This is an optimization exercise on Yosys and OpenROAD, whose aim is small area and a short achievable clock period, not a production implementation.
At most, simulation tests tie the RTL to the original design; equivalence was not proved.
Only the layout flow was run in run 8; the RTL was not checked for function there.
Power figures rest on the tool's default switching activity, not on a simulated workload.

==> design.v <==
`default_nettype none
package book_types_pkg;
  localparam int KEY_BITS = 16;
  localparam int VOLUME_BITS = 16;
  localparam int LISTSIZE_W = 5;
  typedef logic [KEY_BITS-1:0] key_t;
  typedef logic [VOLUME_BITS-1:0] volume_t;
  typedef logic [LISTSIZE_W-1:0] listsize_t;
  typedef enum logic [1:0] {
    CMD_CLEAR   = 2'd0,
    CMD_ADD     = 2'd1,
    CMD_DELETE  = 2'd2,
    CMD_REPLACE = 2'd3
  } cmd_t;
endpackage
`default_nettype wire
`default_nettype none
package book_cfg_pkg;
  localparam int DEF_ENTRIES_N = 16;
  localparam bit DEF_IS_BID = 1'b1;
endpackage
`default_nettype wire
`timescale 1ns/1ps
`default_nettype none
module book_match_leaf_g (
  input  logic i_k,
  input  logic i_c_n,
  output logic o_g_n
);
  assign o_g_n = ~(i_k & i_c_n);
endmodule
module book_match_leaf_p (
  input  logic i_k,
  input  logic i_c_n,
  input  logic i_g_n,
  output logic o_p_n
);
  assign o_p_n = ~((i_k | i_c_n) & i_g_n);
endmodule
module book_match_node_t (
  input  logic i_g_h,
  input  logic i_p_h,
  input  logic i_g_l,
  input  logic i_p_l,
  output logic o_g_n,
  output logic o_p_n
);
  assign o_g_n = ~(i_g_h | (i_p_h & i_g_l));
  assign o_p_n = ~(i_p_h & i_p_l);
endmodule
module book_match_node_t_g (
  input  logic i_g_h,
  input  logic i_p_h,
  input  logic i_g_l,
  output logic o_g_n
);
  assign o_g_n = ~(i_g_h | (i_p_h & i_g_l));
endmodule
module book_match_node_n (
  input  logic i_g_h_n,
  input  logic i_p_h_n,
  input  logic i_g_l_n,
  input  logic i_p_l_n,
  output logic o_g,
  output logic o_p
);
  book_match_node_n_g u_g (.i_g_h_n(i_g_h_n), .i_p_h_n(i_p_h_n), .i_g_l_n(i_g_l_n), .o_g(o_g));
  book_g_nor2         u_p (.a(i_p_h_n), .b(i_p_l_n), .y(o_p));
endmodule
module book_match_node_n_g (
  input  logic i_g_h_n,
  input  logic i_p_h_n,
  input  logic i_g_l_n,
  output logic o_g
);
  assign o_g = ~(i_g_h_n & (i_p_h_n | i_g_l_n));
endmodule
module book_match_eq2 (
  input  logic [1:0] i_p_n,
  output logic       o_eq
);
  assign o_eq = ~|i_p_n;
endmodule
module book_match (
  input  book_types_pkg::key_t i_key_stored,
  input  book_types_pkg::key_t i_key_n,
  output logic                 o_gt_n,
  output logic [1:0]           o_eq8_n
);
  logic [15:0] g0_n, p0_n;
  logic [7:0]  g1, p1;
  logic [3:0]  g2_n, p2_n;
  logic [1:0]  g3, p3;
  logic        g4_n;
  for (genvar b = 0; b < 16; b++) begin : g_leaf
    book_match_leaf_g u_leaf_g (.i_k(i_key_stored[b]), .i_c_n(i_key_n[b]), .o_g_n(g0_n[b]));
    book_match_leaf_p u_leaf_p (.i_k(i_key_stored[b]), .i_c_n(i_key_n[b]), .i_g_n(g0_n[b]),
                                .o_p_n(p0_n[b]));
  end
  for (genvar j = 0; j < 8; j++) begin : g_l1
    if (j == 0) begin : g_g
      book_match_node_n_g u_node (.i_g_h_n(g0_n[1]), .i_p_h_n(p0_n[1]), .i_g_l_n(g0_n[0]), .o_g(g1[0]));
      assign p1[0] = 1'b0;
    end else begin : g_gp
      book_match_node_n u_node (
        .i_g_h_n(g0_n[2*j+1]), .i_p_h_n(p0_n[2*j+1]), .i_g_l_n(g0_n[2*j]), .i_p_l_n(p0_n[2*j]),
        .o_g(g1[j]), .o_p(p1[j]));
    end
  end
  for (genvar j = 0; j < 4; j++) begin : g_l2
    if (j == 0) begin : g_g
      book_match_node_t_g u_node (.i_g_h(g1[1]), .i_p_h(p1[1]), .i_g_l(g1[0]), .o_g_n(g2_n[0]));
      assign p2_n[0] = 1'b1;
    end else begin : g_gp
      book_match_node_t u_node (
        .i_g_h(g1[2*j+1]), .i_p_h(p1[2*j+1]), .i_g_l(g1[2*j]), .i_p_l(p1[2*j]),
        .o_g_n(g2_n[j]), .o_p_n(p2_n[j]));
    end
  end
  book_match_node_n_g u_l3_0 (.i_g_h_n(g2_n[1]), .i_p_h_n(p2_n[1]), .i_g_l_n(g2_n[0]), .o_g(g3[0]));
  book_match_node_n u_l3_1 (.i_g_h_n(g2_n[3]), .i_p_h_n(p2_n[3]), .i_g_l_n(g2_n[2]), .i_p_l_n(p2_n[2]),
                            .o_g(g3[1]), .o_p(p3[1]));
  assign p3[0] = 1'b0;
  book_match_node_t_g u_l4 (.i_g_h(g3[1]), .i_p_h(p3[1]), .i_g_l(g3[0]), .o_g_n(g4_n));
  logic [7:0] eq2;
  for (genvar q = 0; q < 8; q++) begin : g_eq
    book_match_eq2 u_eq (.i_p_n(p0_n[2*q +: 2]), .o_eq(eq2[q]));
  end
  book_g_nand4 u_eq8_0 (.a(eq2[0]), .b(eq2[1]), .c(eq2[2]), .d(eq2[3]), .y(o_eq8_n[0]));
  book_g_nand4 u_eq8_1 (.a(eq2[4]), .b(eq2[5]), .c(eq2[6]), .d(eq2[7]), .y(o_eq8_n[1]));
  assign o_gt_n = g4_n;
endmodule
`default_nettype wire
`timescale 1ns/1ps
`default_nettype none
module book_g_inv (input logic a, output logic y);
  assign y = ~a;
endmodule
module book_g_nor2 (input logic a, input logic b, output logic y);
  assign y = ~(a | b);
endmodule
module book_g_nor3 (input logic a, input logic b, input logic c, output logic y);
  assign y = ~(a | b | c);
endmodule
module book_g_nor4 (input logic a, input logic b, input logic c, input logic d, output logic y);
  assign y = ~(a | b | c | d);
endmodule
module book_g_nand2 (input logic a, input logic b, output logic y);
  assign y = ~(a & b);
endmodule
module book_g_nand3 (input logic a, input logic b, input logic c, output logic y);
  assign y = ~(a & b & c);
endmodule
module book_g_nand4 (input logic a, input logic b, input logic c, input logic d, output logic y);
  assign y = ~(a & b & c & d);
endmodule
module book_g_and4 (input logic a, input logic b, input logic c, input logic d, output logic y);
  assign y = a & b & c & d;
endmodule
module book_g_a21oi (input logic a1, input logic a2, input logic b, output logic y);
  assign y = ~((a1 & a2) | b);
endmodule
module book_g_a21o (input logic a1, input logic a2, input logic b, output logic y);
  assign y = (a1 & a2) | b;
endmodule
module book_g_a221oi (input logic a1, input logic a2, input logic b1, input logic b2, input logic c,
                      output logic y);
  assign y = ~((a1 & a2) | (b1 & b2) | c);
endmodule
module book_g_a221o (input logic a1, input logic a2, input logic b1, input logic b2, input logic c,
                     output logic y);
  assign y = (a1 & a2) | (b1 & b2) | c;
endmodule
module book_g_a32o (input logic a1, input logic a2, input logic a3, input logic b1, input logic b2,
                    output logic y);
  assign y = (a1 & a2 & a3) | (b1 & b2);
endmodule
`default_nettype wire
`timescale 1ns/1ps
`default_nettype none
module book_entry_mux #(
  parameter bit HAS_UP = 1'b1,
  parameter bit HAS_DN = 1'b1
) (
  input  logic i_sel_ins,
  input  logic i_sel_up,
  input  logic i_sel_dn,
  input  logic i_sel_hold,
  input  logic i_ins,
  input  logic i_up,
  input  logic i_dn,
  input  logic i_hold,
  output logic o_nxt
);
  logic up_term, dn_term;
  assign up_term = HAS_UP ? (i_sel_up & i_up) : 1'b0;
  assign dn_term = HAS_DN ? (i_sel_dn & i_dn) : 1'b0;
  assign o_nxt = (i_sel_ins & i_ins) | up_term | dn_term | (i_sel_hold & i_hold);
endmodule
`default_nettype wire
`timescale 1ns/1ps
`default_nettype none
module book_top #(
  parameter int ENTRIES_N = book_cfg_pkg::DEF_ENTRIES_N,
  parameter bit IS_BID = book_cfg_pkg::DEF_IS_BID
) (
  input  logic                     i_clk,
  input  logic                     i_rst_n,
  input  logic                     i_cmd_vld,
  input  book_types_pkg::cmd_t                     i_cmd,
  input  book_types_pkg::key_t                     i_key,
  input  book_types_pkg::volume_t                  i_volume,
  output logic [ENTRIES_N-1:0]     o_vld,
  output book_types_pkg::key_t [ENTRIES_N-1:0]     o_keys,
  output book_types_pkg::volume_t [ENTRIES_N-1:0]  o_volumes,
  output book_types_pkg::listsize_t                o_listsize,
  output logic                     o_notify_vld,
  output book_types_pkg::key_t                     o_notify_key,
  output book_types_pkg::volume_t                  o_notify_volume
);
  localparam int N = 16;
  logic op_clr, op_add, op_del, op_rep;
  assign op_clr = i_cmd_vld && (i_cmd == book_types_pkg::CMD_CLEAR);
  assign op_add = i_cmd_vld && (i_cmd == book_types_pkg::CMD_ADD);
  assign op_del = i_cmd_vld && (i_cmd == book_types_pkg::CMD_DELETE);
  assign op_rep = i_cmd_vld && (i_cmd == book_types_pkg::CMD_REPLACE);
  logic add_n, del_n, rep_n;
  assign add_n = ~op_add;
  assign del_n = ~op_del;
  assign rep_n = ~op_rep;
  logic [N-1:0] vld_n;
  assign vld_n = ~o_vld;
  book_types_pkg::key_t key_n;
  assign key_n = ~i_key;
  logic [N-1:0] dv_n, rv_n;
  assign dv_n = ~({N{op_del}} & o_vld);
  assign rv_n = ~({N{op_rep}} & o_vld);
  logic [N-1:0] rv;
  assign rv = {N{op_rep}} & o_vld;
  logic [N-1:0] gt_n, eq, keep, keep_n, dm, r_rep;
  logic [1:0] eq8_n [N];
  for (genvar i = 0; i < N; i++) begin : g_cmp
    book_match u_cmp (.i_key_stored(o_keys[i]), .i_key_n(key_n),
                      .o_gt_n(gt_n[i]), .o_eq8_n(eq8_n[i]));
    book_g_a221oi u_keep   (.a1(gt_n[i]), .a2(eq8_n[i][0]), .b1(gt_n[i]), .b2(eq8_n[i][1]),
                            .c(vld_n[i]), .y(keep[i]));
    book_g_a221o  u_keep_n (.a1(gt_n[i]), .a2(eq8_n[i][0]), .b1(gt_n[i]), .b2(eq8_n[i][1]),
                            .c(vld_n[i]), .y(keep_n[i]));
    book_g_nor2   u_eq  (.a(eq8_n[i][0]), .b(eq8_n[i][1]), .y(eq[i]));
    book_g_nor3   u_dm  (.a(dv_n[i]), .b(eq8_n[i][0]), .c(eq8_n[i][1]), .y(dm[i]));
    book_g_nor3   u_rep (.a(rv_n[i]), .b(eq8_n[i][0]), .c(eq8_n[i][1]), .y(r_rep[i]));
  end
  logic [N-1:0] pn, sel_dn_k, sel_dn_v;
  logic [3:0] gn;
  for (genvar g = 0; g < 4; g++) begin : g_grp
    book_g_inv  u_p0 (.a(dm[4*g]), .y(pn[4*g]));
    book_g_nor2 u_p1 (.a(dm[4*g]), .b(dm[4*g+1]), .y(pn[4*g+1]));
    book_g_nor3 u_p2 (.a(dm[4*g]), .b(dm[4*g+1]), .c(dm[4*g+2]), .y(pn[4*g+2]));
    book_g_nor4 u_p3 (.a(dm[4*g]), .b(dm[4*g+1]), .c(dm[4*g+2]), .d(dm[4*g+3]), .y(pn[4*g+3]));
    assign gn[g] = pn[4*g+3];
  end
  for (genvar i = 0; i < N; i++) begin : g_dn
    localparam int G = i / 4;
    for (genvar c = 0; c < 2; c++) begin : g_copy
      logic s;
      if (G == 0) begin : g0
        book_g_inv   u_s (.a(pn[i]), .y(s));
      end else if (G == 1) begin : g1
        book_g_nand2 u_s (.a(pn[i]), .b(gn[0]), .y(s));
      end else if (G == 2) begin : g2
        book_g_nand3 u_s (.a(pn[i]), .b(gn[0]), .c(gn[1]), .y(s));
      end else begin : g3
        book_g_nand4 u_s (.a(pn[i]), .b(gn[0]), .c(gn[1]), .d(gn[2]), .y(s));
      end
      if (c == 0) begin : g_k
        assign sel_dn_k[i] = s;
      end else begin : g_v
        assign sel_dn_v[i] = s;
      end
    end
  end
  logic [N-1:0] sel_ins, sel_vol, sel_up_k, sel_up_v, mv, hold_k, hold_v;
  for (genvar i = 0; i < N; i++) begin : g_sel
    book_g_nor2 u_mv (.a(add_n), .b(keep[i]), .y(mv[i]));
    if (i == 0) begin : g_head
      assign sel_ins[i] = mv[i];
      assign sel_up_k[i] = 1'b0;
      assign sel_up_v[i] = 1'b0;
      assign sel_vol[i] = mv[i] | r_rep[i];
    end else begin : g_rest
      book_g_nor3 u_ins (.a(add_n), .b(keep_n[i-1]), .c(keep[i]), .y(sel_ins[i]));
      book_g_nor2 u_up_k (.a(add_n), .b(keep[i-1]), .y(sel_up_k[i]));
      book_g_nor2 u_up_v (.a(add_n), .b(keep[i-1]), .y(sel_up_v[i]));
      book_g_a32o u_vol (.a1(op_add), .a2(keep[i-1]), .a3(keep_n[i]), .b1(rv[i]), .b2(eq[i]),
                         .y(sel_vol[i]));
    end
    book_g_nor2 u_hold_k (.a(mv[i]), .b(sel_dn_k[i]), .y(hold_k[i]));
    book_g_nor3 u_hold_v (.a(mv[i]), .b(sel_dn_v[i]), .c(r_rep[i]), .y(hold_v[i]));
  end
  book_types_pkg::key_t    [N-1:0] keys_nxt;
  book_types_pkg::volume_t [N-1:0] vols_nxt;
  for (genvar i = 0; i < N; i++) begin : g_ent
    for (genvar b = 0; b < 16; b++) begin : g_bit
      book_entry_mux #(.HAS_UP(i != 0), .HAS_DN(i != N-1)) u_kmux (
        .i_sel_ins(sel_ins[i]), .i_sel_up(sel_up_k[i]), .i_sel_dn(sel_dn_k[i]), .i_sel_hold(hold_k[i]),
        .i_ins(i_key[b]), .i_up(o_keys[(i == 0) ? 0 : i-1][b]),
        .i_dn(o_keys[(i == N-1) ? i : i+1][b]), .i_hold(o_keys[i][b]),
        .o_nxt(keys_nxt[i][b]));
      book_entry_mux #(.HAS_UP(i != 0), .HAS_DN(i != N-1)) u_vmux (
        .i_sel_ins(sel_vol[i]), .i_sel_up(sel_up_v[i]), .i_sel_dn(sel_dn_v[i]), .i_sel_hold(hold_v[i]),
        .i_ins(i_volume[b]), .i_up(o_volumes[(i == 0) ? 0 : i-1][b]),
        .i_dn(o_volumes[(i == N-1) ? i : i+1][b]), .i_hold(o_volumes[i][b]),
        .o_nxt(vols_nxt[i][b]));
    end
  end
  logic [N-1:0] vld_nxt;
  always_comb begin
    for (int i = 0; i < N; i++) begin
      if (op_clr) vld_nxt[i] = 1'b0;
      else if (op_add) vld_nxt[i] = (i == 0) ? 1'b1 : o_vld[(i == 0) ? 0 : i-1];
      else if (sel_dn_k[i]) vld_nxt[i] = (i == N-1) ? 1'b0 : o_vld[(i == N-1) ? i : i+1];
      else vld_nxt[i] = o_vld[i];
    end
  end
  always_ff @(posedge i_clk or negedge i_rst_n) begin
    if (!i_rst_n) o_vld <= '0;
    else o_vld <= vld_nxt;
  end
  always_ff @(posedge i_clk) begin
    o_keys <= keys_nxt;
    o_volumes <= vols_nxt;
  end
  always_comb begin
    o_listsize = '0;
    for (int i = 0; i < N; i++) begin
      if (o_vld[i] && ((i == N-1) ? 1'b1 : !o_vld[(i == N-1) ? i : i+1])) o_listsize = book_types_pkg::listsize_t'(i + 1);
    end
  end
  logic head_change;
  assign head_change = (op_clr && o_vld[0]) || mv[0] || ((op_del || op_rep) && o_vld[0] && eq[0]);
  always_ff @(posedge i_clk or negedge i_rst_n) begin
    if (!i_rst_n) o_notify_vld <= 1'b0;
    else o_notify_vld <= head_change;
  end
  always_ff @(posedge i_clk) begin
    o_notify_key <= i_key;
    o_notify_volume <= op_clr ? '0 : (op_del ? o_volumes[0] : i_volume);
  end
endmodule
`default_nettype wire
==> flow/run.sh <==
#!/bin/bash
# Standard layout, with the smallest buffer on every input and output port
set -e
export BUFFER_PORTS_ARGS="-buffer_cell sky130_fd_sc_hd__buf_1"
bash standard.sh > standard.log 2>&1
==> standard.sh <==
#!/bin/bash
# synth_recipe.tcl (not shown) runs the flow's synth.tcl, then flattens the netlist and writes it again
# the make line also repeats each setting of config.mk as NAME=value (left out here)
make -C /OpenROAD-flow-scripts/flow DESIGN_CONFIG=/design/flow/config.mk WORK_HOME=/design/flow/orfs CLKGATE_MAP_FILE= SYNTH_SCRIPT=/design/flow/synth_recipe.tcl "${@:-finish}"
==> config.mk <==
export PLATFORM = sky130hd
export DESIGN_NAME = book_top
export DESIGN_NICKNAME = book_top
export VERILOG_FILES = /design/flow/design.v
export SDC_FILE = /design/flow/constraint.sdc
export NUM_CORES = 4
export LEC_CHECK = 0
export CAP_MARGIN = 20
export CORE_MARGIN = 2
export CORE_UTILIZATION = 40
export CTS_BUF_LIST = sky130_fd_sc_hd__clkbuf_8
export CTS_CLUSTER_DIAMETER = 50
export CTS_CLUSTER_SIZE = 16
export SETUP_SLACK_MARGIN = 2.3
export SLEW_MARGIN = 20
export SYNTH_HIERARCHICAL = 1
export TNS_END_PERCENT = 10
==> constraint.sdc <==
create_clock -name core_clock -period 5.5 [get_ports {i_clk}]
set_input_delay 1.1000 -clock core_clock [delete_from_list [all_inputs] [get_ports {i_clk}]]
set_output_delay 1.1000 -clock core_clock [all_outputs]
set_load 0.01 [all_outputs]
==> summary.md, run 1 <==
| Metric | Value |
|---|---|
| CTS clk-pin slew, worst paths | 0.09 ns |
| Worst path max stage delay | 0.45 ns |
| Clock network power share | 29.7% |
| DIE AREA | 73890 sq um |
| Crit-path max FO | 6 |
| Number of setup violations in the final report | 0 |
| DRT iter0 DRCs | 3563 |
| H-tree levels | 3 |
| Worst-margin pin slew | 1.154 ns |
| Vias in the first global route | 30050 |
| Util after Layout | 52.96% |
| Comb power frac | 25.6% |
| Crit path kind | reg2out |
| CP Data Arrival Time | 2.39 ns |
| Seq pwr share | 44.7% |
| # port buffers | 602 |
| Mean Syn Cell Area | 7.975 sq um |
| Min Tclk post-route | 3.486 ns |
| Chip height | 271.8 um |
| Final hold vios | 0 |
| Number of vias per cell | 6.025 |
| Inserted Clock Buffers | 78 |
| Slew Viols, Final | 0 |
| CTS tree | yes |
| Tightest Hold Check Type | in2async |
| Int Power | 7.916 mW |
| Commonest non-fill, non-tap cells in the layout | a22oi_1, nand2_1, buf_1 |
| # nets final | 4552 |
| Setup TNS | 0 ns |
| Achievable frequency | 0.2868 GHz |
| GRT overflow | 0 |
| Via count | 33320 |
| CTS root buffer | clkbuf_8 |
| Status | no timing/DRC/antenna violations |
| Iteration count of the initial detailed-routing pass | 6 |
| Core area | 71240 sq um |
| Post-route DRC | 0 |
| Post-synthesis instance total | 3598 |
| Sink Count | 561 |
| Leak Pwr | 15.59 nW |
| Die W | 271.8 um |
| Total Routed Length | 124400 um |
| I/O Pins | 603 |
| Cell Rows | 98 |
| Worst clock skew | 0.03990 ns |
| Switching pwr | 5.436 mW |
| Largest net degree at the start of global routing | 76 |
| Post-Syn Area | 28690 sq um |
| Placer Congestion | 0.9334 |
| PD cells | 353.9 nW/um^2 |
| CP max stage cell | o41ai_4 |
| Worst setup EP type | primary output |
| Crit path launch type | register |
| Slew Limit Headroom | 23.05% |
| Number of synthesis warnings | 8 |
| GR Util All Layers | 31.38% |
| Latest clock arrival within the worst-skew pair | 0.72 ns |
| Fraction of layout instances using a drive strength above 1 | 16.07% |
| Final period util | 63.39% |
| Switch share | 40.71% |
| Clock Tree Buf Depth | 3 |
| Area grow syn2layout | 31.48% |
| RSZ-0062 raised after global routing | yes |
| Critical-path cell list | buf_4, inv_1, o221a_4, o41ai_4, a21oi_2, buf_2 |
| Worst EP required | 4.40 ns |
| Post-route ant nets | 0 |
| Initial antenna violation count | 2 |
| First-pass GRT wire length | 183900 um |
| Worst VDD drop | 0.0002358 V |
| Starting Density | 40.28% |
| Max-Cap Viols | 0 |
| Most common cell after layout, fill and taps aside | a22oi_1 |
| Detail Placement HPWL | 93070 um |
| Routed wire per std cell | 22.49 um |
| Syn nets | 3635 |
[per-stage QoR]
stage          hold WS [ns]  cells  setup WS (ns)  power, mW  cell area (sq um)
6_report             0.3445   5531          2.014      13.35              37730
2_1_floorplan        0.5110   3598          1.220      7.574              28890
3_5_place_dp         0.5017   5200         0.2076      9.181              32800
5_1_grt              0.3293   5531          1.982      14.05              37730
3_3_place_gp         0.4989   5198         0.2618      9.159              32790
4_1_cts              0.3122   5447          2.024      13.29              36270
[area by class of cell]
class | count | area [sq um]
fillers | 6974 | 33510
multi-input cells | 2886 | 17840
flip-flops and latches | 561 | 11330
repair buffers | 860 | 4932
well taps | 950 | 1189
clock buffers | 82 | 1129
clock inverters | 62 | 747.0
inverters | 125 | 540.5
repair inverters | 3 | 20.02
diodes | 2 | 5.005
[critical path: cells and delay by family, from the launching register on]
| kind | cells | cell delay, ns |
|---|---|---|
| buffers and inverters | 3 | 0.43 |
| DFF | 1 | 0.41 |
| AOI/OAI and AO/OA | 3 | 0.85 |
[power groups by stage]
stage | combinational (mW) | clock (mW) | sequential [mW]
floorplan | 1.66 | 0 | 5.91
global placement | 3.10 | 0 | 6.06
detailed placement | 3.13 | 0 | 6.05
CTS | 3.31 | 4.03 | 5.95
global route | 3.77 | 4.22 | 6.06
finish | 3.42 | 3.96 | 5.97
[path summary, 6_finish.rpt]
check | startpoint | to | slack [ns] | cells past startpoint
worst min-delay path | i_rst_n | o_notify_vld | 0.34 | 2
worst max-delay path | o_vld[3] | o_listsize[1] | 2.01 | 6
min in group core_clock | o_volumes[2] | o_notify_volume[2] | 0.51 | 2
worst max register to register | o_keys[35] | o_volumes[226] | 2.65 | 15
max in group asynchronous | i_rst_n | o_vld[9] | 4.88 | 2
worst min register to register | o_volumes[2] | o_notify_volume[2] | 0.51 | 2
[repair_timing]
| action | CTS | global route |
|---|---|---|
| endpoints found under the hold margin | 0 | 0 |
| buffers inserted | 100 | 78 |
| cloned | 3 | 2 |
| resized for setup | 121 | 105 |
| hold buffers | 0 | 0 |
| pin swaps | 42 | 44 |
| setup endpoints to repair | 532 | 526 |
[routing by layer]
| layer | GRT usage (%) | part of all wire [%] |
|---|---|---|
| met1 | 40.53 | 41 |
| met2 | 50.72 | 47 |
| met3 | 7.970 | 9.0 |
| met4 | 11.15 | 3.3 |
| met5 | 0 | 0 |
[flip-flops by register name (all words and copies together), names as in the netlist]
name / count
o_notify_vld: 1
o_volumes: 256
o_vld: 16
o_notify_key: 16
o_notify_volume: 16
o_keys: 256
==> run 2, diff against run 1 <==
--- a/config.mk
+++ b/config.mk
@@ -13,3 +13,3 @@
 export CTS_CLUSTER_SIZE = 16
-export SETUP_SLACK_MARGIN = 2.3
+export SETUP_SLACK_MARGIN = 1.7
 export SLEW_MARGIN = 20
==> run 2 against run 1 <==
Still clean on timing, DRC and antenna. Global-route usage fell by 0.60 points. Die area did not move. Final cell count down 2.6%. Largest cell class unchanged. Highest routed layer unchanged.
==> summary.md, run 2 <==
| Metric | Value |
|---|---|
| Core area | 71240 sq um |
| Mean Syn Cell Area | 7.975 sq um |
| First-pass GRT wire length | 180600 um |
| Pre-CTS setup slack | 0.2076 ns |
| Worst setup EP type | primary output |
| Slew Limit Headroom | 20.54% |
| Final period util | 69.67% |
| Post-synthesis instance total | 3598 |
| Worst VDD drop | 0.0002345 V |
| Inserted Clock Buffers | 78 |
| Worst path max stage delay | 0.52 ns |
| Commonest non-fill, non-tap cells in the layout | a22oi_1, nand2_1, buf_1 |
| GRT overflow | 0 |
| Reg2Reg Capture Point | o_volumes[162] |
| Worst Slack Setup Final | 1.668 ns |
| GR Util All Layers | 30.78% |
| FF-to-FF setup slack | 2.31 ns |
| PD cells | 370.6 nW/um^2 |
| Post-route ant nets | 0 |
| Cell Rows | 98 |
| Comb power frac | 24.5% |
| Max-Cap Viols | 0 |
| # port buffers | 602 |
| Final hold vios | 0 |
| Vias in the first global route | 29350 |
| Placer Congestion | 0.9334 |
| Number of vias per cell | 6.007 |
| Hold_buf cts | 0 |
| I/O Pins | 603 |
| Leak Pwr | 14.33 nW |
| Worst-margin pin slew | 1.187 ns |
| Initial antenna violation count | 2 |
| Setup TNS | 0 ns |
| Number of synthesis warnings | 8 |
| Overall power | 13.16 mW |
| Slew Viols, Final | 0 |
| Via count | 32360 |
| Util after Layout | 49.82% |
| Detail Placement HPWL | 93070 um |
| Clock Tree Buf Depth | 3 |
| Total Routed Length | 121000 um |
| Chip height | 271.8 um |
| # nets final | 4408 |
| Sink Count | 561 |
| Crit path buffers/inverters | 1 |
| Die W | 271.8 um |
| Crit path launch type | register |
| Final Instance Area | 35500 sq um |
| CTS clk-pin slew, worst paths | 0.09 ns |
| Latest clock arrival within the worst-skew pair | 0.72 ns |
| Regs by FF count | o_keys: 256 flops, o_volumes: 256 flops |
| Tightest Hold Check Type | in2async |
| Status | no timing/DRC/antenna violations |
| Routed wire per std cell | 22.47 um |
| Number of setup violations in the final report | 0 |
| Switch share | 40.66% |
| Register area | 11320 sq um |
| Starting Density | 40.28% |
| DRT iter0 DRCs | 3306 |
| Clock network power share | 30.1% |
| CTS root buffer | clkbuf_8 |
| Fraction of layout instances using a drive strength above 1 | 11.57% |
| DIE AREA | 73890 sq um |
| Area grow syn2layout | 23.70% |
| Worst EP required | 4.40 ns |
| Min Tclk post-route | 3.832 ns |
| Most common cell after layout, fill and taps aside | a22oi_1 |
| Footprint of the multi-input gates | 17240 sq um |
| Family with the most delay on the worst path | compound AO/OA/AOI/OAI gates |
| CP Data Arrival Time | 2.73 ns |
| RSZ-0062 raised after global routing | yes |
| Largest net degree at the start of global routing | 76 |
| CTS tree | yes |
| Achievable frequency | 0.2610 GHz |
| Critical-path cell list | or2_1, nor3_1, o32ai_1, a41oi_1, buf_1 |
| Post-placement cell area | 32800 sq um |
| CP max stage cell | dfrtp_1 |
| Reg-to-Reg Start | o_keys[3] |
| Switching pwr | 5.349 mW |
| Iteration count of the initial detailed-routing pass | 7 |
| Crit path kind | reg2out |
| Worst clock skew | 0.04604 ns |
| Syn nets | 3635 |
| Crit-path max FO | 10 |
| # fillers | 7223 |
| H-tree levels | 3 |
| Int Power | 7.807 mW |
| Seq pwr share | 45.4% |
| Post-Syn Area | 28690 sq um |
| Post-route DRC | 0 |
| R2R cell count | 13 |
==> run 2: cell types whose count changed in the layout (fill, tap and decap cells not counted), moves of 14 or more <==
cell / previous run / this run
buf_1: 588 / 602
buf_12: 49 / 15
buf_4: 189 / 99
buf_6: 16 / 1
o21ai_1: 385 / 404
o21ai_2: 30 / 12
==> run 2: worst max path at each step <==
stage,from,to,cells after the start
after floorplan,i_key[3],o_volumes[192],10
after global placement,i_key[5],o_volumes[108],11
after detailed placement,i_key[5],o_volumes[125],11
after CTS,i_key[5],o_keys[95],14
after global routing,o_vld[7],o_listsize[2],5
final,o_vld[7],o_listsize[2],5
==> run 2: area by class of cell <==
cell class | count | area share, %
repair buffers | 717 | 9.338
clock inverters | 62 | 2.104
well taps | 950 | 3.349
multi-input cells | 2885 | 48.56
inverters | 125 | 1.523
clock buffers | 82 | 3.180
diodes | 2 | 0.01410
repair inverters | 3 | 0.04935
flip-flops and latches | 561 | 31.88
==> run 2: metal layers <==
layer  vias to the layer above  track usage, %  part of all wire, %
met5                         -               0                    0
li1                      15460               -                    -
met4                         0           9.919                  3.2
met3                       208           7.555                  8.9
met2                      1327           49.86                   46
met1                     15360           40.22                   42
==> run 2: repair_timing <==
action | in CTS | in global routing
setup endpoints to repair | 469 | 517
pin swaps | 2 | 16
resized for setup | 9 | 36
gates cloned | 0 | 3
setup buffers | 4 | 30
==> run 2: power groups by stage <==
| stage | clock [mW] | combinational [mW] | sequential [mW] |
|---|---|---|---|
| 2_1_floorplan | 0 | 1.66 | 5.91 |
| 3_3_place_gp | 0 | 3.10 | 6.06 |
| 3_5_place_dp | 0 | 3.13 | 6.05 |
| 4_1_cts | 4.03 | 3.14 | 5.96 |
| 5_1_grt | 4.22 | 3.56 | 6.08 |
| 6_report | 3.96 | 3.22 | 5.98 |
==> run 2: stage by stage <==
step	hold WS (ns)	cells
floorplan	0.5110	3598
global route	0.3271	5387
finish	0.3491	5387
CTS	0.3125	5348
global placement	0.4989	5198
detailed placement	0.5017	5200
==> run 3, diff against run 2 <==
--- a/config.mk
+++ b/config.mk
@@ -13,3 +13,3 @@
 export CTS_CLUSTER_SIZE = 16
-export SETUP_SLACK_MARGIN = 1.7
+export SETUP_SLACK_MARGIN = 2.0
 export SLEW_MARGIN = 20
==> run 3 against run 2 <==
Still clean on timing, DRC and antenna. Critical path depth did not move. Final cell count rose by 1.6%. Die area did not move. Register-to-register slack improved by 0.25 ns. Area after synthesis did not move. Sequential share of layout area fell by 0.96 points. Count of clock-buffer cells in the layout did not move. Synthesized cell count did not move. Clock skew fell by 0.0062 ns.
==> summary.md, run 3 <==
| Metric | Value |
|---|---|
| Status | no timing/DRC/antenna violations |
| Worst-margin pin slew | 1.165 ns |
| Register area | 11330 sq um |
| Placer Congestion | 0.9334 |
| Core area | 71240 sq um |
| Sink Count | 561 |
| Crit path kind | reg2out |
| Crit-path max FO | 9 |
| # nets final | 4493 |
| PD cells | 361.7 nW/um^2 |
| Final period util | 64.45% |
| Detail Placement HPWL | 93070 um |
| Worst EP required | 4.40 ns |
| Vias in the first global route | 29500 |
| Commonest non-fill, non-tap cells in the layout | a22oi_1, nand2_1, buf_1 |
| Fraction of layout instances using a drive strength above 1 | 13.89% |
| Syn nets | 3635 |
| RSZ-0062 raised after global routing | yes |
| Most common cell after layout, fill and taps aside | a22oi_1 |
| WHS | 0.3438 ns |
| Regs by FF count | o_keys: 256 flops, o_volumes: 256 flops |
| GR Util All Layers | 30.96% |
| Chip height | 271.8 um |
| Mean Syn Cell Area | 7.975 sq um |
| Final Instance Area | 36630 sq um |
| # port buffers | 602 |
| # fillers | 7107 |
| Max-Cap Viols | 0 |
| Reg-to-Reg Start | o_keys[59] |
| Final hold vios | 0 |
| R2R cell count | 14 |
| Area grow syn2layout | 27.66% |
| Worst VDD drop | 0.0002340 V |
| Worst setup EP type | primary output |
| Slew Viols, Final | 0 |
| Post-synthesis instance total | 3598 |
| Achievable frequency | 0.2821 GHz |
| Number of vias per cell | 5.986 |
| Iteration count of the initial detailed-routing pass | 9 |
| Number of synthesis warnings | 8 |
| H-tree levels | 3 |
| Critical-path cell list | or2_1, a311oi_1, o41ai_2, a21oi_1, buf_1 |
| Cell Rows | 98 |
| CP max stage cell | dfrtp_1 |
| Hold_buf cts | 0 |
| Clock Tree Buf Depth | 3 |
| Tightest Hold Check Type | in2async |
| DRT iter0 DRCs | 3465 |
| CTS root buffer | clkbuf_8 |
| Post-Syn Area | 28690 sq um |
| Setup TNS | 0 ns |
| First-pass GRT wire length | 181600 um |
| Crit path buffers/inverters | 1 |
| Footprint of the multi-input gates | 17510 sq um |
| Initial antenna violation count | 2 |
| Routed wire per std cell | 22.33 um |
| Via count | 32760 |
| CP Data Arrival Time | 2.44 ns |
| Pre-CTS setup slack | 0.2076 ns |
| Reg2Reg Capture Point | o_volumes[226] |
| CTS tree | yes |
| CTS clk-pin slew, worst paths | 0.09 ns |
| Worst clock skew | 0.03989 ns |
| Family with the most delay on the worst path | compound AO/OA/AOI/OAI gates |
| FF-to-FF setup slack | 2.56 ns |
| Worst Slack Setup Final | 1.955 ns |
| DIE AREA | 73890 sq um |
| Post-route DRC | 0 |
| Crit path launch type | register |
| Inserted Clock Buffers | 78 |
| Leak Pwr | 15.07 nW |
| Latest clock arrival within the worst-skew pair | 0.72 ns |
| Post-route ant nets | 0 |
| Die W | 271.8 um |
| Slew Limit Headroom | 22.31% |
| Worst path max stage delay | 0.48 ns |
| Overall power | 13.25 mW |
| GRT overflow | 0 |
| Total Routed Length | 122200 um |
| Number of setup violations in the final report | 0 |
| Starting Density | 40.28% |
| I/O Pins | 603 |
| Min Tclk post-route | 3.545 ns |
| Post-placement cell area | 32800 sq um |
| Largest net degree at the start of global routing | 76 |
run 3: changes by cell type in the layout (fill, tap and decap cells not counted), moves of 8 or more:
cell      previous run  this run
buf_4               99       163
dfrtp_2              0         9
a221oi_4             6        14
buf_12              15        31
a221oi_2            11         3
dfrtp_1             17         8
run 3: cell type report:
| cell class | count | share of cell area, % |
|---|---|---|
| clock inverter | 62 | 2.039 |
| timing repair inverter | 5 | 0.08198 |
| multi-input combinational | 2885 | 47.79 |
| sequential | 561 | 30.92 |
| inverter | 125 | 1.476 |
| timing repair buffer | 800 | 11.35 |
| tap | 950 | 3.245 |
| antenna | 3 | 0.02049 |
| clock buffer | 82 | 3.081 |
run 3: what timing repair did:
item                                    CTS  global route
pin swaps                                15            46
buffers inserted                         20            99
cloned                                    1             4
gates resized for setup                  59            59
endpoints found under the setup margin  523           525
run 3: worst max path at each step:
stage	start	to	cells after the start
2_1_floorplan	i_key[3]	o_volumes[192]	10
3_3_place_gp	i_key[5]	o_volumes[108]	11
4_1_cts	i_key[14]	o_keys[117]	13
3_5_place_dp	i_key[5]	o_volumes[125]	11
6_report	o_vld[8]	o_listsize[1]	5
5_1_grt	o_vld[3]	o_listsize[0]	5
run 3: per-stage QoR:
stage | util [%] | cells
finish | 51.42 | 5473
global placement | 46.02 | 5198
detailed placement | 46.05 | 5200
floorplan | - | 3598
CTS | 49.51 | 5365
global route | 51.42 | 5473
run 3: per-layer routing:
layer | vias to the layer above | routed length [um] | global-route usage, %
met4 | 0 | 3778 | 10.18
met1 | 15640 | 50290 | 40.27
li1 | 15640 | - | -
met2 | 1281 | 57180 | 50.17
met3 | 207 | 10940 | 7.723
met5 | - | 0 | 0
run 3: power by group:
part | switching [mW] | leakage, nW | total [mW] | internal (mW)
Sequential | 1.20 | 4.65 | 5.98 | 4.78
Clock | 2.05 | 0.950 | 3.96 | 1.91
Combinational | 2.14 | 9.46 | 3.30 | 1.16
==> run 4, diff against run 3 <==
--- a/config.mk
+++ b/config.mk
@@ -13,2 +13,3 @@
 export CTS_CLUSTER_SIZE = 16
+export GPL_ROUTABILITY_DRIVEN = 0
 export SETUP_SLACK_MARGIN = 2.0
==> run 4 against run 3 <==
First-iteration DRC count is 8.1% lower. Register-to-register slack worse by 0.09 ns. Critical path depth did not move. Largest power group unchanged. Critical endpoint is now o_listsize[2]. Synthesized cell count stayed put. Still clean. Final cell count down 0.46%.
==> summary.md, run 4 <==
| Metric | Value |
|---|---|
| Critical-path cell list | or2b_1, o21ai_0, o32ai_1, a41oi_2, buf_1 |
| Via count | 32680 |
| Setup TNS | 0 ns |
| Iteration count of the initial detailed-routing pass | 7 |
| Die W | 271.8 um |
| Worst setup EP type | primary output |
| Regs by FF count | o_keys: 256 flops, o_volumes: 256 flops |
| CP Data Arrival Time | 2.49 ns |
| Worst clock skew | 0.05663 ns |
| Number of synthesis warnings | 8 |
| CTS root buffer | clkbuf_8 |
| # port buffers | 602 |
| Pre-CTS setup slack | 0.2704 ns |
| Metal2 WL | 56610 um |
| Worst VDD drop | 0.0002648 V |
| Reg2Reg Capture Point | o_keys[35] |
| DRT iter0 DRCs | 3183 |
| Inserted Clock Buffers | 80 |
| Vias in the first global route | 29340 |
| Final Instance Area | 36190 sq um |
| Total Routed Length | 121300 um |
| Routed wire per std cell | 22.27 um |
| Syn nets | 3635 |
| Number of setup violations in the final report | 0 |
| # nets final | 4467 |
| Slew Limit Headroom | 25.73% |
| WHS | 0.3344 ns |
| CTS clk-pin slew, worst paths | 0.09 ns |
| Worst path max stage delay | 0.53 ns |
| Fraction of layout instances using a drive strength above 1 | 13.26% |
| Clock Tree Buf Depth | 3 |
| Post-placement cell area | 32780 sq um |
| Post-route ant nets | 0 |
| Achievable frequency | 0.2784 GHz |
| Slew Viols, Final | 0 |
| Family with the most delay on the worst path | compound AO/OA/AOI/OAI gates |
| Hold_buf cts | 0 |
| Area grow syn2layout | 26.14% |
| DIE AREA | 73890 sq um |
| Reg-to-Reg Start | o_keys[17] |
| Latest clock arrival within the worst-skew pair | 0.74 ns |
| Met3 wire length | 9983 um |
| Post-synthesis instance total | 3598 |
| Max-Cap Viols | 0 |
| Tightest Hold Check Type | in2async |
| Min Tclk post-route | 3.591 ns |
| FF-to-FF setup slack | 2.47 ns |
| Leak Pwr | 14.84 nW |
| Crit-path max FO | 10 |
| Cell Rows | 98 |
| Crit path kind | reg2out |
| Mean Syn Cell Area | 7.975 sq um |
| R2R cell count | 9 |
| PD cells | 363.5 nW/um^2 |
| Worst Slack Setup Final | 1.909 ns |
| GR Util All Layers | 30.78% |
| RSZ-0062 raised after global routing | yes |
| H-tree levels | 3 |
| Crit path launch type | register |
| Most common cell after layout, fill and taps aside | a22oi_1 |
| Chip height | 271.8 um |
| Largest net degree at the start of global routing | 48 |
| Initial antenna violation count | 1 |
| Final hold vios | 0 |
| Detail Placement HPWL | 92710 um |
| CP max stage cell | o32ai_1 |
| Metal1 wirelength | 50670 um |
| Sink Count | 561 |
| Post-Syn Area | 28690 sq um |
| Util after Layout | 50.80% |
| Post-route DRC | 0 |
| Status | no timing/DRC/antenna violations |
| Final period util | 65.30% |
| Worst-margin pin slew | 1.114 ns |
| CTS tree | yes |
| DR top layer | met4 |
| Core area | 71240 sq um |
| I/O Pins | 603 |
| Commonest non-fill, non-tap cells in the layout | a22oi_1, nand2_1, buf_1 |
| Number of vias per cell | 5.999 |
| Starting Density | 40.28% |
| First-pass GRT wire length | 180400 um |
| Crit path buffers/inverters | 1 |
| GRT overflow | 0 |
| # fillers | 7186 |
| Worst EP required | 4.40 ns |
## run 4: metrics by stage
step                instances  power [mW]
floorplan                3598       7.574
global placement         5197       9.151
detailed placement       5198       9.178
CTS                      5357       13.08
global route             5448       13.84
finish                   5448       13.16
## run 4: worst max-delay path by stage
stage,slack [ns],depth (start not counted),endpoint,from
finish,1.91,5,o_listsize[2],o_vld[4]
global route,1.81,5,o_listsize[0],o_vld[10]
CTS,1.75,14,o_volumes[131],i_key[14]
detailed placement,0.27,11,o_volumes[108],i_key[9]
global placement,0.30,11,o_volumes[122],i_key[9]
floorplan,1.22,10,o_volumes[192],i_key[3]
## run 4: what timing repair did
| item | CTS | global route |
|---|---|---|
| pin swaps | 9 | 38 |
| gates cloned | 1 | 3 |
| setup buffers | 10 | 83 |
| setup endpoints to repair | 495 | 527 |
| gates resized for setup | 32 | 58 |
## run 4: power breakdown
part	total (mW)	internal [mW]	switching [mW]
Clock	3.90	1.82	2.08
Combinational	3.27	1.14	2.13
Sequential	5.99	4.78	1.21
Total	13.2	7.74	5.42
## run 4: metal layers
layer  global-route usage (%)  vias to the layer above
met4                    11.22                        0
met1                    40.19                    15580
met5                        0                        -
met2                    49.52                     1297
met3                    7.256                      213
li1                         -                    15590
## run 4: worst register-to-register path, stage by stage (launching register included)
cell and delay (ns):
dfxtp_1 0.48, o21ai_1 0.12, o21ai_1 0.17, a21oi_2 0.09, o21ai_1 0.28, a21oi_2 0.18, a221o_1 0.42, nor3_2 0.88
a22oi_1 0.25, nand2_1 0.10
## run 4: layout make-up
type	instances	area [sq um]	area share [%]
Inverter	125	536.8	1.483
Antenna cell	2	5.005	0.01383
Timing Repair Buffer	773	3815	10.54
Tap cell	950	1189	3.284
Multi-Input combinational cell	2885	17440	48.18
Clock buffer	88	1211	3.346
Clock inverter	60	653.1	1.805
Timing Repair inverter	4	25.02	0.06914
Sequential cell	561	11320	31.28
==> run 5, diff against run 4 <==
--- a/config.mk
+++ b/config.mk
@@ -9,3 +9,3 @@
 export CORE_MARGIN = 2
-export CORE_UTILIZATION = 40
+export CORE_UTILIZATION = 48
 export CTS_BUF_LIST = sky130_fd_sc_hd__clkbuf_8
@@ -13,3 +13,2 @@
 export CTS_CLUSTER_SIZE = 16
-export GPL_ROUTABILITY_DRIVEN = 0
 export SETUP_SLACK_MARGIN = 2.0
==> run 5 against run 4 <==
Register-to-register slack better by 0.10 ns. Combinational power hardly changed. Flip-flop and latch count unchanged. Count of clock-buffer cells in the layout shrank 12. Via count is 0.11% higher. Non-clock buffer count is 6 higher. Largest power group unchanged. Critical endpoint is now o_listsize[0]. Hold slack better by 0.039 ns. Highest routed layer unchanged. Sequential share of layout area increased by 0.25 points. Final area down 0.83%. Power is 4.1% lower. Die area fell by 16%. Final cell count shrank 3.5%.
==> summary.md, run 5 <==
| Metric | Value |
|---|---|
| Mean Syn Cell Area | 7.975 sq um |
| Placer Congestion | 0.9013 |
| Worst setup EP type | primary output |
| Largest net degree at the start of global routing | 37 |
| Commonest non-fill, non-tap cells in the layout | a22oi_1, nand2_1, buf_1 |
| Footprint of the multi-input gates | 17470 sq um |
| Comb power frac | 25.9% |
| CP Data Arrival Time | 2.48 ns |
| Achievable frequency | 0.2792 GHz |
| Met3 usage | 9.222% |
| Final hold vios | 0 |
| Routed wire per std cell | 22.34 um |
| Post-synthesis instance total | 3598 |
| CTS clk-pin slew, worst paths | 0.08 ns |
| Fraction of layout instances using a drive strength above 1 | 13.00% |
| Number of setup violations in the final report | 0 |
| Vias in the first global route | 29840 |
| GRT overflow | 0 |
| R2R cell count | 14 |
| Crit path kind | reg2out |
| Most common cell after layout, fill and taps aside | a22oi_1 |
| Slew Viols, Final | 0 |
| Syn nets | 3635 |
| Regs by FF count | o_keys: 256 flops, o_volumes: 256 flops |
| Hold_buf cts | 0 |
| Routing usage on met2 | 56.60% |
| Switch share | 40.69% |
| Iteration count of the initial detailed-routing pass | 9 |
| DRT iter0 DRCs | 3363 |
| CTS root buffer | clkbuf_8 |
| Tightest Hold Check Type | in2async |
| Worst clock skew | 0.04047 ns |
| Seq pwr share | 47.2% |
| CTS tree | yes |
| Detail Placement HPWL | 88150 um |
| PD cells | 351.4 nW/um^2 |
| Core area | 59020 sq um |
| Cell Rows | 89 |
| Total Routed Length | 117500 um |
| Worst-margin pin slew | 1.100 ns |
| Non-Filler Instances | 5260 |
| Int Power | 7.482 mW |
| Initial antenna violation count | 1 |
| # fillers | 5656 |
| Switching pwr | 5.132 mW |
| I/O Pins | 603 |
| Clock Tree Buf Depth | 3 |
| Latest clock arrival within the worst-skew pair | 0.71 ns |
| GR Util All Layers | 35.86% |
| H-tree levels | 3 |
| Leak Pwr | 14.73 nW |
| Die W | 248.5 um |
| Inserted Clock Buffers | 70 |
| Register area | 11320 sq um |
| RSZ-0062 raised after global routing | yes |
| Clock network power share | 26.9% |
| # nets final | 4467 |
| Area grow syn2layout | 25.09% |
| Post-Syn Area | 28690 sq um |
| Via count | 32720 |
| Number of vias per cell | 6.220 |
| Reg-to-Reg Start | o_keys[87] |
| Chip height | 248.5 um |
| Post-route DRC | 0 |
| Min Tclk post-route | 3.582 ns |
| Placed insts | 5003 |
| First-pass GRT wire length | 179000 um |
| Post-route ant nets | 0 |
| Setup TNS | 0 ns |
| FF-to-FF setup slack | 2.57 ns |
| Worst VDD drop | 0.0002731 V |
| GRT busiest layer | met2 |
| Slew Limit Headroom | 26.39% |
| Status | no timing/DRC/antenna violations |
| Crit path launch type | register |
| # port buffers | 602 |
| Max-Cap Viols | 0 |
| Final period util | 65.13% |
| Crit-path max FO | 9 |
| Worst EP required | 4.40 ns |
| DIE AREA | 61750 sq um |
| Number of synthesis warnings | 8 |
| Reg2Reg Capture Point | o_keys[192] |
| Met1 Track Usage GR | 47.44% |
| Sink Count | 561 |
| Starting Density | 48.62% |
==> run 5: cell count changes in the layout (fill, tap and decap cells not counted), moves of 5 or more <==
cell,before,now
nor3_4,34,39
buf_4,149,141
clkinv_8,7,0
inv_6,19,11
clkbuf_8,88,76
buf_1,598,593
buf_12,21,32
clkinvlp_4,32,45
buf_2,0,7
==> run 5: what timing repair did <==
action	in CTS	in global routing
hold endpoints to repair	0	0
gates resized for setup	77	34
endpoints found under the setup margin	528	526
setup buffers	39	81
pin swaps	16	44
cloned	8	0
==> run 5: critical path, stage by stage, from the launching register on <==
cell and delay [ns]:
dfrtp_1 0.49, nor2b_4 0.19, a311oi_2 0.30, o221ai_1 0.26, a221oi_1 0.33, buf_2 0.22
==> run 5: layout make-up <==
type	count	share of cell area, %
multi-input cells	2886	48.66
flip-flops and latches	561	31.54
repair buffers	779	11.19
clock buffers	76	2.914
well taps	773	2.695
inverters	125	1.516
clock inverters	51	1.332
repair inverters	7	0.1464
diodes	2	0.01394
==> run 5: how the worst max path moves through the flow <==
stage	from	to	slack, ns	depth (start not counted)
final	o_vld[3]	o_listsize[0]	1.92	5
after global routing	i_key[3]	o_volumes[115]	1.84	12
after CTS	i_key[14]	o_keys[139]	1.84	13
after detailed placement	i_key[1]	o_volumes[122]	0.21	11
after global placement	i_key[1]	o_volumes[122]	0.18	11
after floorplan	i_key[3]	o_volumes[192]	1.22	10
==> run 5: power by group through the flow <==
stage | combinational [mW] | sequential, mW | clock, mW
3_5_place_dp | 3.09 | 6.01 | 0
2_1_floorplan | 1.66 | 5.91 | 0
3_3_place_gp | 3.05 | 6.02 | 0
4_1_cts | 3.16 | 5.92 | 3.43
6_report | 3.27 | 5.95 | 3.39
5_1_grt | 3.60 | 6.05 | 3.60
==> run 5: stage by stage <==
stage	hold slack (ns)	instance area [sq um]	total power [mW]	setup slack, ns	utilization [%]
after global routing	0.3738	35890	13.25	1.836	60.82
after floorplan	0.5110	28890	7.574	1.220	-
final	0.3730	35890	12.61	1.918	60.82
after global placement	0.4961	32400	9.070	0.1759	54.89
after CTS	0.3410	34810	12.51	1.838	58.98
after detailed placement	0.4982	32410	9.098	0.2114	54.91
==> run 5: metal layers <==
layer	up-vias	wire, um
met5	-	0
met2	1319	53550
met4	0	4295
met3	220	10530
li1	15560	-
met1	15620	49120
==> run 6, diff against run 5 <==
--- a/config.mk
+++ b/config.mk
@@ -7,5 +7,5 @@
 export LEC_CHECK = 0
-export CAP_MARGIN = 20
+export CAP_MARGIN = 10
 export CORE_MARGIN = 2
-export CORE_UTILIZATION = 48
+export CORE_UTILIZATION = 40
 export CTS_BUF_LIST = sky130_fd_sc_hd__clkbuf_8
@@ -14,3 +14,3 @@
 export SETUP_SLACK_MARGIN = 2.0
-export SLEW_MARGIN = 20
+export SLEW_MARGIN = 10
 export SYNTH_HIERARCHICAL = 1
==> run 6 against run 5 <==
Still clean. Sequential share of layout area down 0.64 points. Clock skew rose by 0.011 ns. Count of clock-buffer cells in the layout is 12 higher. Clock power is about 20% higher. Flip-flop and latch count did not move. Worst setup slack worse by 0.027 ns. Combinational power about the same. Final cell count increased by 4.0%. Global-route usage fell by 4.9 points. Fmax fell by 0.75%. Critical path type unchanged. Largest power group unchanged.
==> summary.md, run 6 <==
| Metric | Value |
|---|---|
| Worst clock skew | 0.05133 ns |
| CTS clk-pin slew, worst paths | 0.09 ns |
| GRT overflow | 0 |
| Tightest Hold Check Type | in2async |
| Hold_buf cts | 0 |
| Area grow syn2layout | 27.71% |
| Crit path buffers/inverters | 1 |
| # port buffers | 602 |
| DIE AREA | 73890 sq um |
| Fraction of layout instances using a drive strength above 1 | 13.72% |
| Routed wire per std cell | 22.44 um |
| Mean Syn Cell Area | 7.975 sq um |
| CP Data Arrival Time | 2.51 ns |
| Post-route DRC | 0 |
| Setup TNS | 0 ns |
| Regs by FF count | o_keys: 256 flops, o_volumes: 256 flops |
| GR Util All Layers | 30.99% |
| CTS tree | yes |
| Commonest non-fill, non-tap cells in the layout | a22oi_1, nand2_1, buf_1 |
| Non-Filler Instances | 5471 |
| Worst setup EP type | primary output |
| Post-route ant nets | 0 |
| Final hold vios | 0 |
| Clock Tree Buf Depth | 3 |
| Min Tclk post-route | 3.609 ns |
| Post-synthesis instance total | 3598 |
| Slew Viols, Final | 0 |
| Util after Layout | 51.44% |
| I/O Pins | 603 |
| Critical-path cell list | nand2b_4, a311oi_2, o221ai_2, a221oi_2, buf_1 |
| RSZ-0062 raised after global routing | yes |
| Largest net degree at the start of global routing | 76 |
| First-pass GRT wire length | 182100 um |
| Number of synthesis warnings | 8 |
| Placed insts | 5198 |
| Number of vias per cell | 5.996 |
| Crit path kind | reg2out |
| # nets final | 4491 |
| Most common cell after layout, fill and taps aside | a22oi_1 |
| Total Routed Length | 122700 um |
| Crit-path max FO | 8 |
| Worst-margin pin slew | 1.231 ns |
| Die W | 271.8 um |
| Leak Pwr | 15.07 nW |
| Status | no timing/DRC/antenna violations |
| Number of setup violations in the final report | 0 |
| Achievable frequency | 0.2771 GHz |
| DRT iter0 DRCs | 3428 |
| Worst Slack Setup Final | 1.891 ns |
| Worst path max stage delay | 0.58 ns |
| Family with the most delay on the worst path | compound AO/OA/AOI/OAI gates |
| Chip height | 271.8 um |
| CTS root buffer | clkbuf_8 |
| Sink Count | 561 |
| CP max stage cell | dfrtp_1 |
| Worst VDD drop | 0.0002624 V |
| Iteration count of the initial detailed-routing pass | 6 |
| Syn nets | 3635 |
| Post-Syn Area | 28690 sq um |
| Crit path launch type | register |
| PD cells | 364.3 nW/um^2 |
| Latest clock arrival within the worst-skew pair | 0.72 ns |
| Cell Rows | 98 |
| Detail Placement HPWL | 93220 um |
| Initial antenna violation count | 1 |
| Inserted Clock Buffers | 78 |
| Final period util | 65.62% |
| Placer Congestion | 0.9334 |
| # fillers | 7038 |
| Starting Density | 40.28% |
| Worst EP required | 4.40 ns |
| Vias in the first global route | 29690 |
| Max-Cap Viols | 0 |
| Core area | 71240 sq um |
| Pre-CTS setup slack | 0.2100 ns |
| Slew Limit Headroom | 17.60% |
| Via count | 32800 |
| WHS | 0.3661 ns |
| H-tree levels | 3 |
[run 6: report_power, final]
part	leakage (nW)	internal [mW]	switching, mW	total, mW
Clock	0.989	2.04	2.04	4.07
Sequential	4.66	4.78	1.20	5.98
Combinational	9.42	1.15	2.14	3.29
[run 6: final timing paths]
check	cells after the start	slack, ns	to	startpoint
worst min-delay path	2	0.37	o_vld[15]	i_rst_n
worst max-delay path	5	1.89	o_listsize[0]	o_vld[0]
worst max register to register	10	2.47	o_keys[23]	o_keys[3]
worst min register to register	2	0.51	o_notify_volume[2]	o_volumes[2]
min in group core_clock	2	0.51	o_notify_volume[2]	o_volumes[2]
max in group asynchronous	2	4.87	o_vld[4]	i_rst_n
[run 6: timing repair]
item / 4_1_cts / 5_1_grt
setup endpoints to repair: 524 / 527
setup buffers: 20 / 99
pin swaps: 15 / 48
resized for setup: 50 / 81
cloned: 1 / 5
[run 6: layout make-up]
cell class | instances | area, sq um | area share [%]
clock buffers | 88 | 1211 | 3.305
well taps | 950 | 1189 | 3.244
multi-input cells | 2885 | 17460 | 47.66
repair inverters | 6 | 37.54 | 0.1024
flip-flops and latches | 561 | 11320 | 30.89
repair buffers | 797 | 4138 | 11.29
diodes | 2 | 5.005 | 0.01366
clock inverters | 57 | 738.2 | 2.015
inverters | 125 | 540.5 | 1.475
[run 6: per-stage QoR]
step                      cell area [sq um]  power, mW
final                                 36640      13.35
after global routing                  36640      14.03
after CTS                             35310      13.30
after detailed placement              32790      9.185
after global placement                32790      9.159
after floorplan                       28890      7.574
[run 6: layer usage]
metal	up-vias	global-route usage (%)	wire, um
li1	15630	-	-
met1	15730	40.35	50930
met2	1262	50.19	57510
met3	190	7.538	10530
met4	0	10.48	3780
met5	-	0	0
==> run 7, diff against run 6 <==
--- a/config.mk
+++ b/config.mk
@@ -7,3 +7,3 @@
 export LEC_CHECK = 0
-export CAP_MARGIN = 10
+export CAP_MARGIN = 20
 export CORE_MARGIN = 2
@@ -14,4 +14,4 @@
 export SETUP_SLACK_MARGIN = 2.0
-export SLEW_MARGIN = 10
+export SLEW_MARGIN = 20
 export SYNTH_HIERARCHICAL = 1
-export TNS_END_PERCENT = 10
+export TNS_END_PERCENT = 25
==> run 7 against run 6 <==
Register-to-register slack improved by 0.12 ns. Sequential share of layout area about the same. Clock skew decreased by 0.011 ns. Global-route usage increased by 0.68 points. Non-clock buffer count increased by 4. Via count increased by 0.52%. Still clean. Clock power decreased by 5.2%. Highest routed layer unchanged. Core utilization about the same. Final cell count about the same.
==> summary.md, run 7 <==
| Metric | Value |
|---|---|
| Status | no timing/DRC/antenna violations |
| Slew Viols, Final | 0 |
| Latest clock arrival within the worst-skew pair | 0.70 ns |
| DRT iter0 DRCs | 3558 |
| Regs by FF count | o_keys: 256 flops, o_volumes: 256 flops |
| Largest net degree at the start of global routing | 47 |
| Worst VDD drop | 0.0002410 V |
| Util after Layout | 51.40% |
| RSZ-0062 raised after global routing | yes |
| Inserted Clock Buffers | 76 |
| Worst-margin pin slew | 1.136 ns |
| Leak Pwr | 15.05 nW |
| Worst clock skew | 0.04020 ns |
| GRT overflow | 0 |
| Max-Cap Viols | 0 |
| # fillers | 7150 |
| Initial antenna violation count | 1 |
| Die W | 271.8 um |
| Mean Syn Cell Area | 7.975 sq um |
| Sink Count | 561 |
| Worst EP required | 4.40 ns |
| Detail Placement HPWL | 92900 um |
| Setup TNS | 0 ns |
| Routed wire per std cell | 22.81 um |
| CTS tree | yes |
| Min Tclk post-route | 3.537 ns |
| Area grow syn2layout | 27.62% |
| Number of setup violations in the final report | 0 |
| Commonest non-fill, non-tap cells in the layout | a22oi_1, nand2_1, buf_1 |
| Post-Syn Area | 28690 sq um |
| Iteration count of the initial detailed-routing pass | 7 |
| Placer Congestion | 0.9173 |
| Core area | 71240 sq um |
| # port buffers | 602 |
| Final Instance Area | 36620 sq um |
| First-pass GRT wire length | 185300 um |
| Chip height | 271.8 um |
| Post-route DRC | 0 |
| Crit path launch type | register |
| Worst setup EP type | primary output |
| # nets final | 4497 |
| I/O Pins | 603 |
| Fraction of layout instances using a drive strength above 1 | 14.15% |
| Syn nets | 3635 |
| Number of vias per cell | 6.025 |
| Overall power | 13.19 mW |
| Most common cell after layout, fill and taps aside | a22oi_1 |
| Post-placement cell area | 32710 sq um |
| Hold_buf cts | 0 |
| DIE AREA | 73890 sq um |
| GR Util All Layers | 31.67% |
| Final period util | 64.31% |
| Total Routed Length | 124900 um |
| Achievable frequency | 0.2827 GHz |
| Crit-path max FO | 9 |
| Post-synthesis instance total | 3598 |
| CP Data Arrival Time | 2.44 ns |
| Vias in the first global route | 30040 |
| Cell Rows | 98 |
| CTS root buffer | clkbuf_8 |
| H-tree levels | 3 |
| CTS clk-pin slew, worst paths | 0.08 ns |
| Clock Tree Buf Depth | 3 |
| Via count | 32970 |
| Post-route ant nets | 0 |
| PD cells | 360.3 nW/um^2 |
| Crit path kind | reg2out |
| Number of synthesis warnings | 8 |
| Tightest Hold Check Type | in2async |
| Slew Limit Headroom | 24.29% |
| Final hold vios | 0 |
| Starting Density | 40.28% |
==> run 7: power breakdown <==
part | internal [mW] | total, mW | switching (mW)
Sequential | 4.78 | 5.98 | 1.20
Combinational | 1.17 | 3.35 | 2.18
Clock | 1.89 | 3.86 | 1.97
Total | 7.84 | 13.2 | 5.36
==> run 7: cell type report <==
cell class	instances	area (sq um)	share of cell area (%)
antenna	1	2.502	0.006834
clock buffer	83	1142	3.120
clock inverter	57	659.4	1.801
inverter	125	548.0	1.497
multi-input combinational	2885	17490	47.75
sequential	561	11320	30.93
tap	950	1189	3.246
timing repair buffer	801	4192	11.45
timing repair inverter	10	75.07	0.2050
==> run 7: per-stage QoR <==
stage / std cells / worst slack, ns / hold slack (ns)
after floorplan: 3598 / 1.220 / 0.5110
after global placement: 5188 / 0.5153 / 0.4945
after detailed placement: 5188 / 0.4302 / 0.4999
after CTS: 5393 / 1.948 / 0.3451
after global routing: 5473 / 1.835 / 0.3785
final: 5473 / 1.963 / 0.3871
==> run 7: timing repair <==
| action | in CTS | in global routing |
|---|---|---|
| endpoints found under the setup margin | 514 | 528 |
| gates resized for setup | 101 | 32 |
| cloned | 10 | 0 |
| setup buffers | 55 | 78 |
| pin swaps | 15 | 42 |
==> run 7: metal layers <==
metal | global-route usage, % | up-vias | wire length (um)
li1 | - | 15650 | -
met1 | 41.07 | 15850 | 51240
met2 | 51.99 | 1267 | 59030
met3 | 6.621 | 207 | 10470
met4 | 11.47 | 0 | 4112
met5 | 0 | - | 0
==> run 7: worst max-delay path: stages (launching register included) <==
cell and delay, ns:
dfrtp_1 0.51, inv_1 0.25, nor2_1 0.15, o41ai_2 0.54
a21oi_2 0.16, buf_1 0.16
==> run 7: worst paths after layout <==
check,slack [ns],endpoint,cells past startpoint,start
min in group core_clock,0.51,o_notify_volume[7],2,o_volumes[7]
worst min register to register,0.51,o_notify_volume[7],2,o_volumes[7]
worst min-delay path,0.39,o_vld[6],2,i_rst_n
worst max-delay path,1.96,o_listsize[1],5,o_vld[10]
worst max register to register,2.59,o_volumes[84],10,o_keys[71]
max in group asynchronous,4.86,o_vld[7],2,i_rst_n
==> run 8, diff against run 7 <==
--- a/design.v
+++ b/design.v
@@ -162,2 +162,5 @@
 endmodule
+module book_g_a211oi (input logic a1, input logic a2, input logic b, input logic c, output logic y);
+  assign y = ~((a1 & a2) | b | c);
+endmodule
 module book_g_a21o (input logic a1, input logic a2, input logic b, output logic y);
@@ -296,4 +299,4 @@
     end
-    book_g_nor2 u_hold_k (.a(mv[i]), .b(sel_dn_k[i]), .y(hold_k[i]));
-    book_g_nor3 u_hold_v (.a(mv[i]), .b(sel_dn_v[i]), .c(r_rep[i]), .y(hold_v[i]));
+    book_g_a21oi  u_hold_k (.a1(op_add), .a2(keep_n[i]), .b(sel_dn_k[i]), .y(hold_k[i]));
+    book_g_a211oi u_hold_v (.a1(op_add), .a2(keep_n[i]), .b(sel_dn_v[i]), .c(r_rep[i]), .y(hold_v[i]));
   end
--- a/config.mk
+++ b/config.mk
@@ -16,2 +16,2 @@
 export SYNTH_HIERARCHICAL = 1
-export TNS_END_PERCENT = 25
+export TNS_END_PERCENT = 10
==> run 8 against run 7 <==
Still clean. Final cell count fell by 0.49%. Non-clock buffer count fell by 23. Hold slack lost 0.034 ns. Count of clock-buffer cells in the layout rose by 3. Sequential power about the same. Flip-flop and latch count is the same. Combinational power shrank 1%. Power about the same. Critical path type unchanged. Largest cell class unchanged.
==> summary.md, run 8 <==
| Metric | Value |
|---|---|
| Status | no timing/DRC/antenna violations |
| Syn nets | 3620 |
| CTS clk-pin slew, worst paths | 0.09 ns |
| Largest net degree at the start of global routing | 76 |
| Slew Limit Headroom | 22.03% |
| Vias in the first global route | 30200 |
| Util after Layout | 51.04% |
| Worst Slack Setup Final | 1.887 ns |
| Worst clock skew | 0.05220 ns |
| Max-Cap Viols | 0 |
| DIE AREA | 74050 sq um |
| Iteration count of the initial detailed-routing pass | 10 |
| Via count | 33000 |
| RSZ-0062 raised after global routing | yes |
| Routing usage on met2 | 51.44% |
| PD cells | 362.4 nW/um^2 |
| Die W | 272.1 um |
| Post-route DRC | 0 |
| GRT overflow | 0 |
| # nets final | 4465 |
| Setup TNS | 0 ns |
| Detail Placement HPWL | 92330 um |
| Sink Count | 561 |
| Cell Rows | 98 |
| Number of synthesis warnings | 8 |
| First-pass GRT wire length | 185100 um |
| Worst EP required | 4.40 ns |
| Most common cell after layout, fill and taps aside | a22oi_1 |
| CTS tree | yes |
| Met3 usage | 6.788% |
| Final hold vios | 0 |
| # port buffers | 602 |
| DRT iter0 DRCs | 3483 |
| Crit path kind | reg2out |
| CP Data Arrival Time | 2.51 ns |
| I/O Pins | 603 |
| Placer Congestion | 0.8971 |
| Mean Syn Cell Area | 8.026 sq um |
| Starting Density | 40.30% |
| Area grow syn2layout | 26.65% |
| Min Tclk post-route | 3.613 ns |
| Total Routed Length | 123400 um |
| Clock Tree Buf Depth | 3 |
| GR Util All Layers | 31.59% |
| Slew Viols, Final | 0 |
| H-tree levels | 3 |
| Worst setup EP type | primary output |
| Post-synthesis instance total | 3583 |
| Post-route ant nets | 0 |
| Tightest Hold Check Type | in2async |
| Regs by FF count | o_keys: 256 flops, o_volumes: 256 flops |
| Crit path launch type | register |
| CTS root buffer | clkbuf_8 |
| Commonest non-fill, non-tap cells in the layout | a22oi_1, nand2_1, buf_1 |
| Pre-CTS setup slack | 0.4018 ns |
| Post-Syn Area | 28760 sq um |
| GRT busiest layer | met2 |
| WHS | 0.3531 ns |
| Chip height | 272.1 um |
| Number of setup violations in the final report | 0 |
| Number of vias per cell | 6.060 |
| Crit-path max FO | 9 |
| Initial antenna violation count | 1 |
| Routed wire per std cell | 22.66 um |
| Leak Pwr | 14.63 nW |
| Final period util | 65.69% |
| Met1 Track Usage GR | 40.75% |
| Worst VDD drop | 0.0002199 V |
| Latest clock arrival within the worst-skew pair | 0.72 ns |
| Core area | 71360 sq um |
| Worst-margin pin slew | 1.165 ns |
| Achievable frequency | 0.2768 GHz |
| Fraction of layout instances using a drive strength above 1 | 14.02% |
| Inserted Clock Buffers | 79 |
-- run 8: area by class of cell --
type | instances | area, sq um
clock buffers | 86 | 1184
clock inverters | 61 | 658.1
flip-flops and latches | 561 | 11320
diodes | 2 | 5.005
fillers | 7198 | 34940
repair inverters | 13 | 97.59
well taps | 950 | 1189
multi-input cells | 2870 | 17490
inverters | 125 | 553.0
repair buffers | 778 | 3928
-- run 8: timing repair --
item | CTS | global route
hold buffers | 0 | 0
gates cloned | 12 | 1
gates resized for setup | 90 | 31
setup buffers | 47 | 69
setup endpoints to repair | 528 | 529
pin swaps | 15 | 29
-- run 8: final timing paths --
check                              from                  to  slack, ns  cells past startpoint
setup / recovery               o_vld[3]       o_listsize[0]       1.89                      5
hold / removal                  i_rst_n        o_notify_vld       0.35                      2
setup reg to reg             o_keys[80]       o_volumes[97]       2.47                      9
hold reg to reg            o_volumes[9]  o_notify_volume[9]       0.50                      2
max in group asynchronous       i_rst_n            o_vld[5]       4.89                      2
min in group core_clock    o_volumes[9]  o_notify_volume[9]       0.50                      2
-- run 8: routing by layer --
layer	vias to the layer above	wire length (um)
li1	15590	-
met1	15900	50960
met2	1297	57570
met3	217	10120
met4	0	4764
met5	-	0
-- run 8: report_power, final --
part	total, mW	internal [mW]	switching, mW	leakage, nW
Combinational	3.31	1.16	2.15	9.03
Sequential	5.97	4.78	1.19	4.66
Clock	3.92	1.90	2.02	0.946
Total	13.2	7.84	5.36	14.6
-- run 8: worst max-delay path, stage by stage (launching register included) --
cell	delay, ns
dfrtp_1	0.49
nor2b_4	0.20
o221ai_1	0.36
o221ai_2	0.20
a221oi_2	0.39
buf_1	0.20
-- run 8: metrics by stage --
stage                     cells  area [sq um]  total power [mW]
after detailed placement   5167         32650             9.173
final                      5446         36420             13.20
after floorplan            3583         28890             7.580
after CTS                  5373         35540             13.16
after global placement     5167         32640             9.131
after global routing       5446         36420             13.87

[afterwards: timing with drivers on the ports]
In the flow no input, the clock included, has a driving cell. The finished layouts below were timed again as built, in two steps. Step 1 assumes that a clkbuf_16 drives the clock port and a buf_2 every other input. Step 2 also shifts input and output timing later by t, the mid clock arrival at the registers, as if the neighbouring blocks saw the same clock. Three values: no drivers, after step 1, after step 2; two values: the first two.
run	t (ns)	setup WS [ns]	pins driven straight from the clock port
run 1	0.769	2.014 / 1.942 / 1.467	1
run 2	0.763	1.668 / 1.601 / 0.976	1
run 3	0.763	1.955 / 1.890 / 1.374	1
run 4	0.776	1.909 / 1.841 / 1.262	1
run 5	0.754	1.918 / 1.855 / 1.286	1
run 6	0.754	1.891 / 1.825 / 1.328	1
run 7	0.742	1.963 / 1.898 / 1.331	1
run 8	0.762	1.887 / 1.818 / 1.194	1
After both steps every run listed still meets setup and hold. For run 8, which loses most, drivers alone change the setup slack by -0.069 ns; drivers and shift together by -0.693 ns.
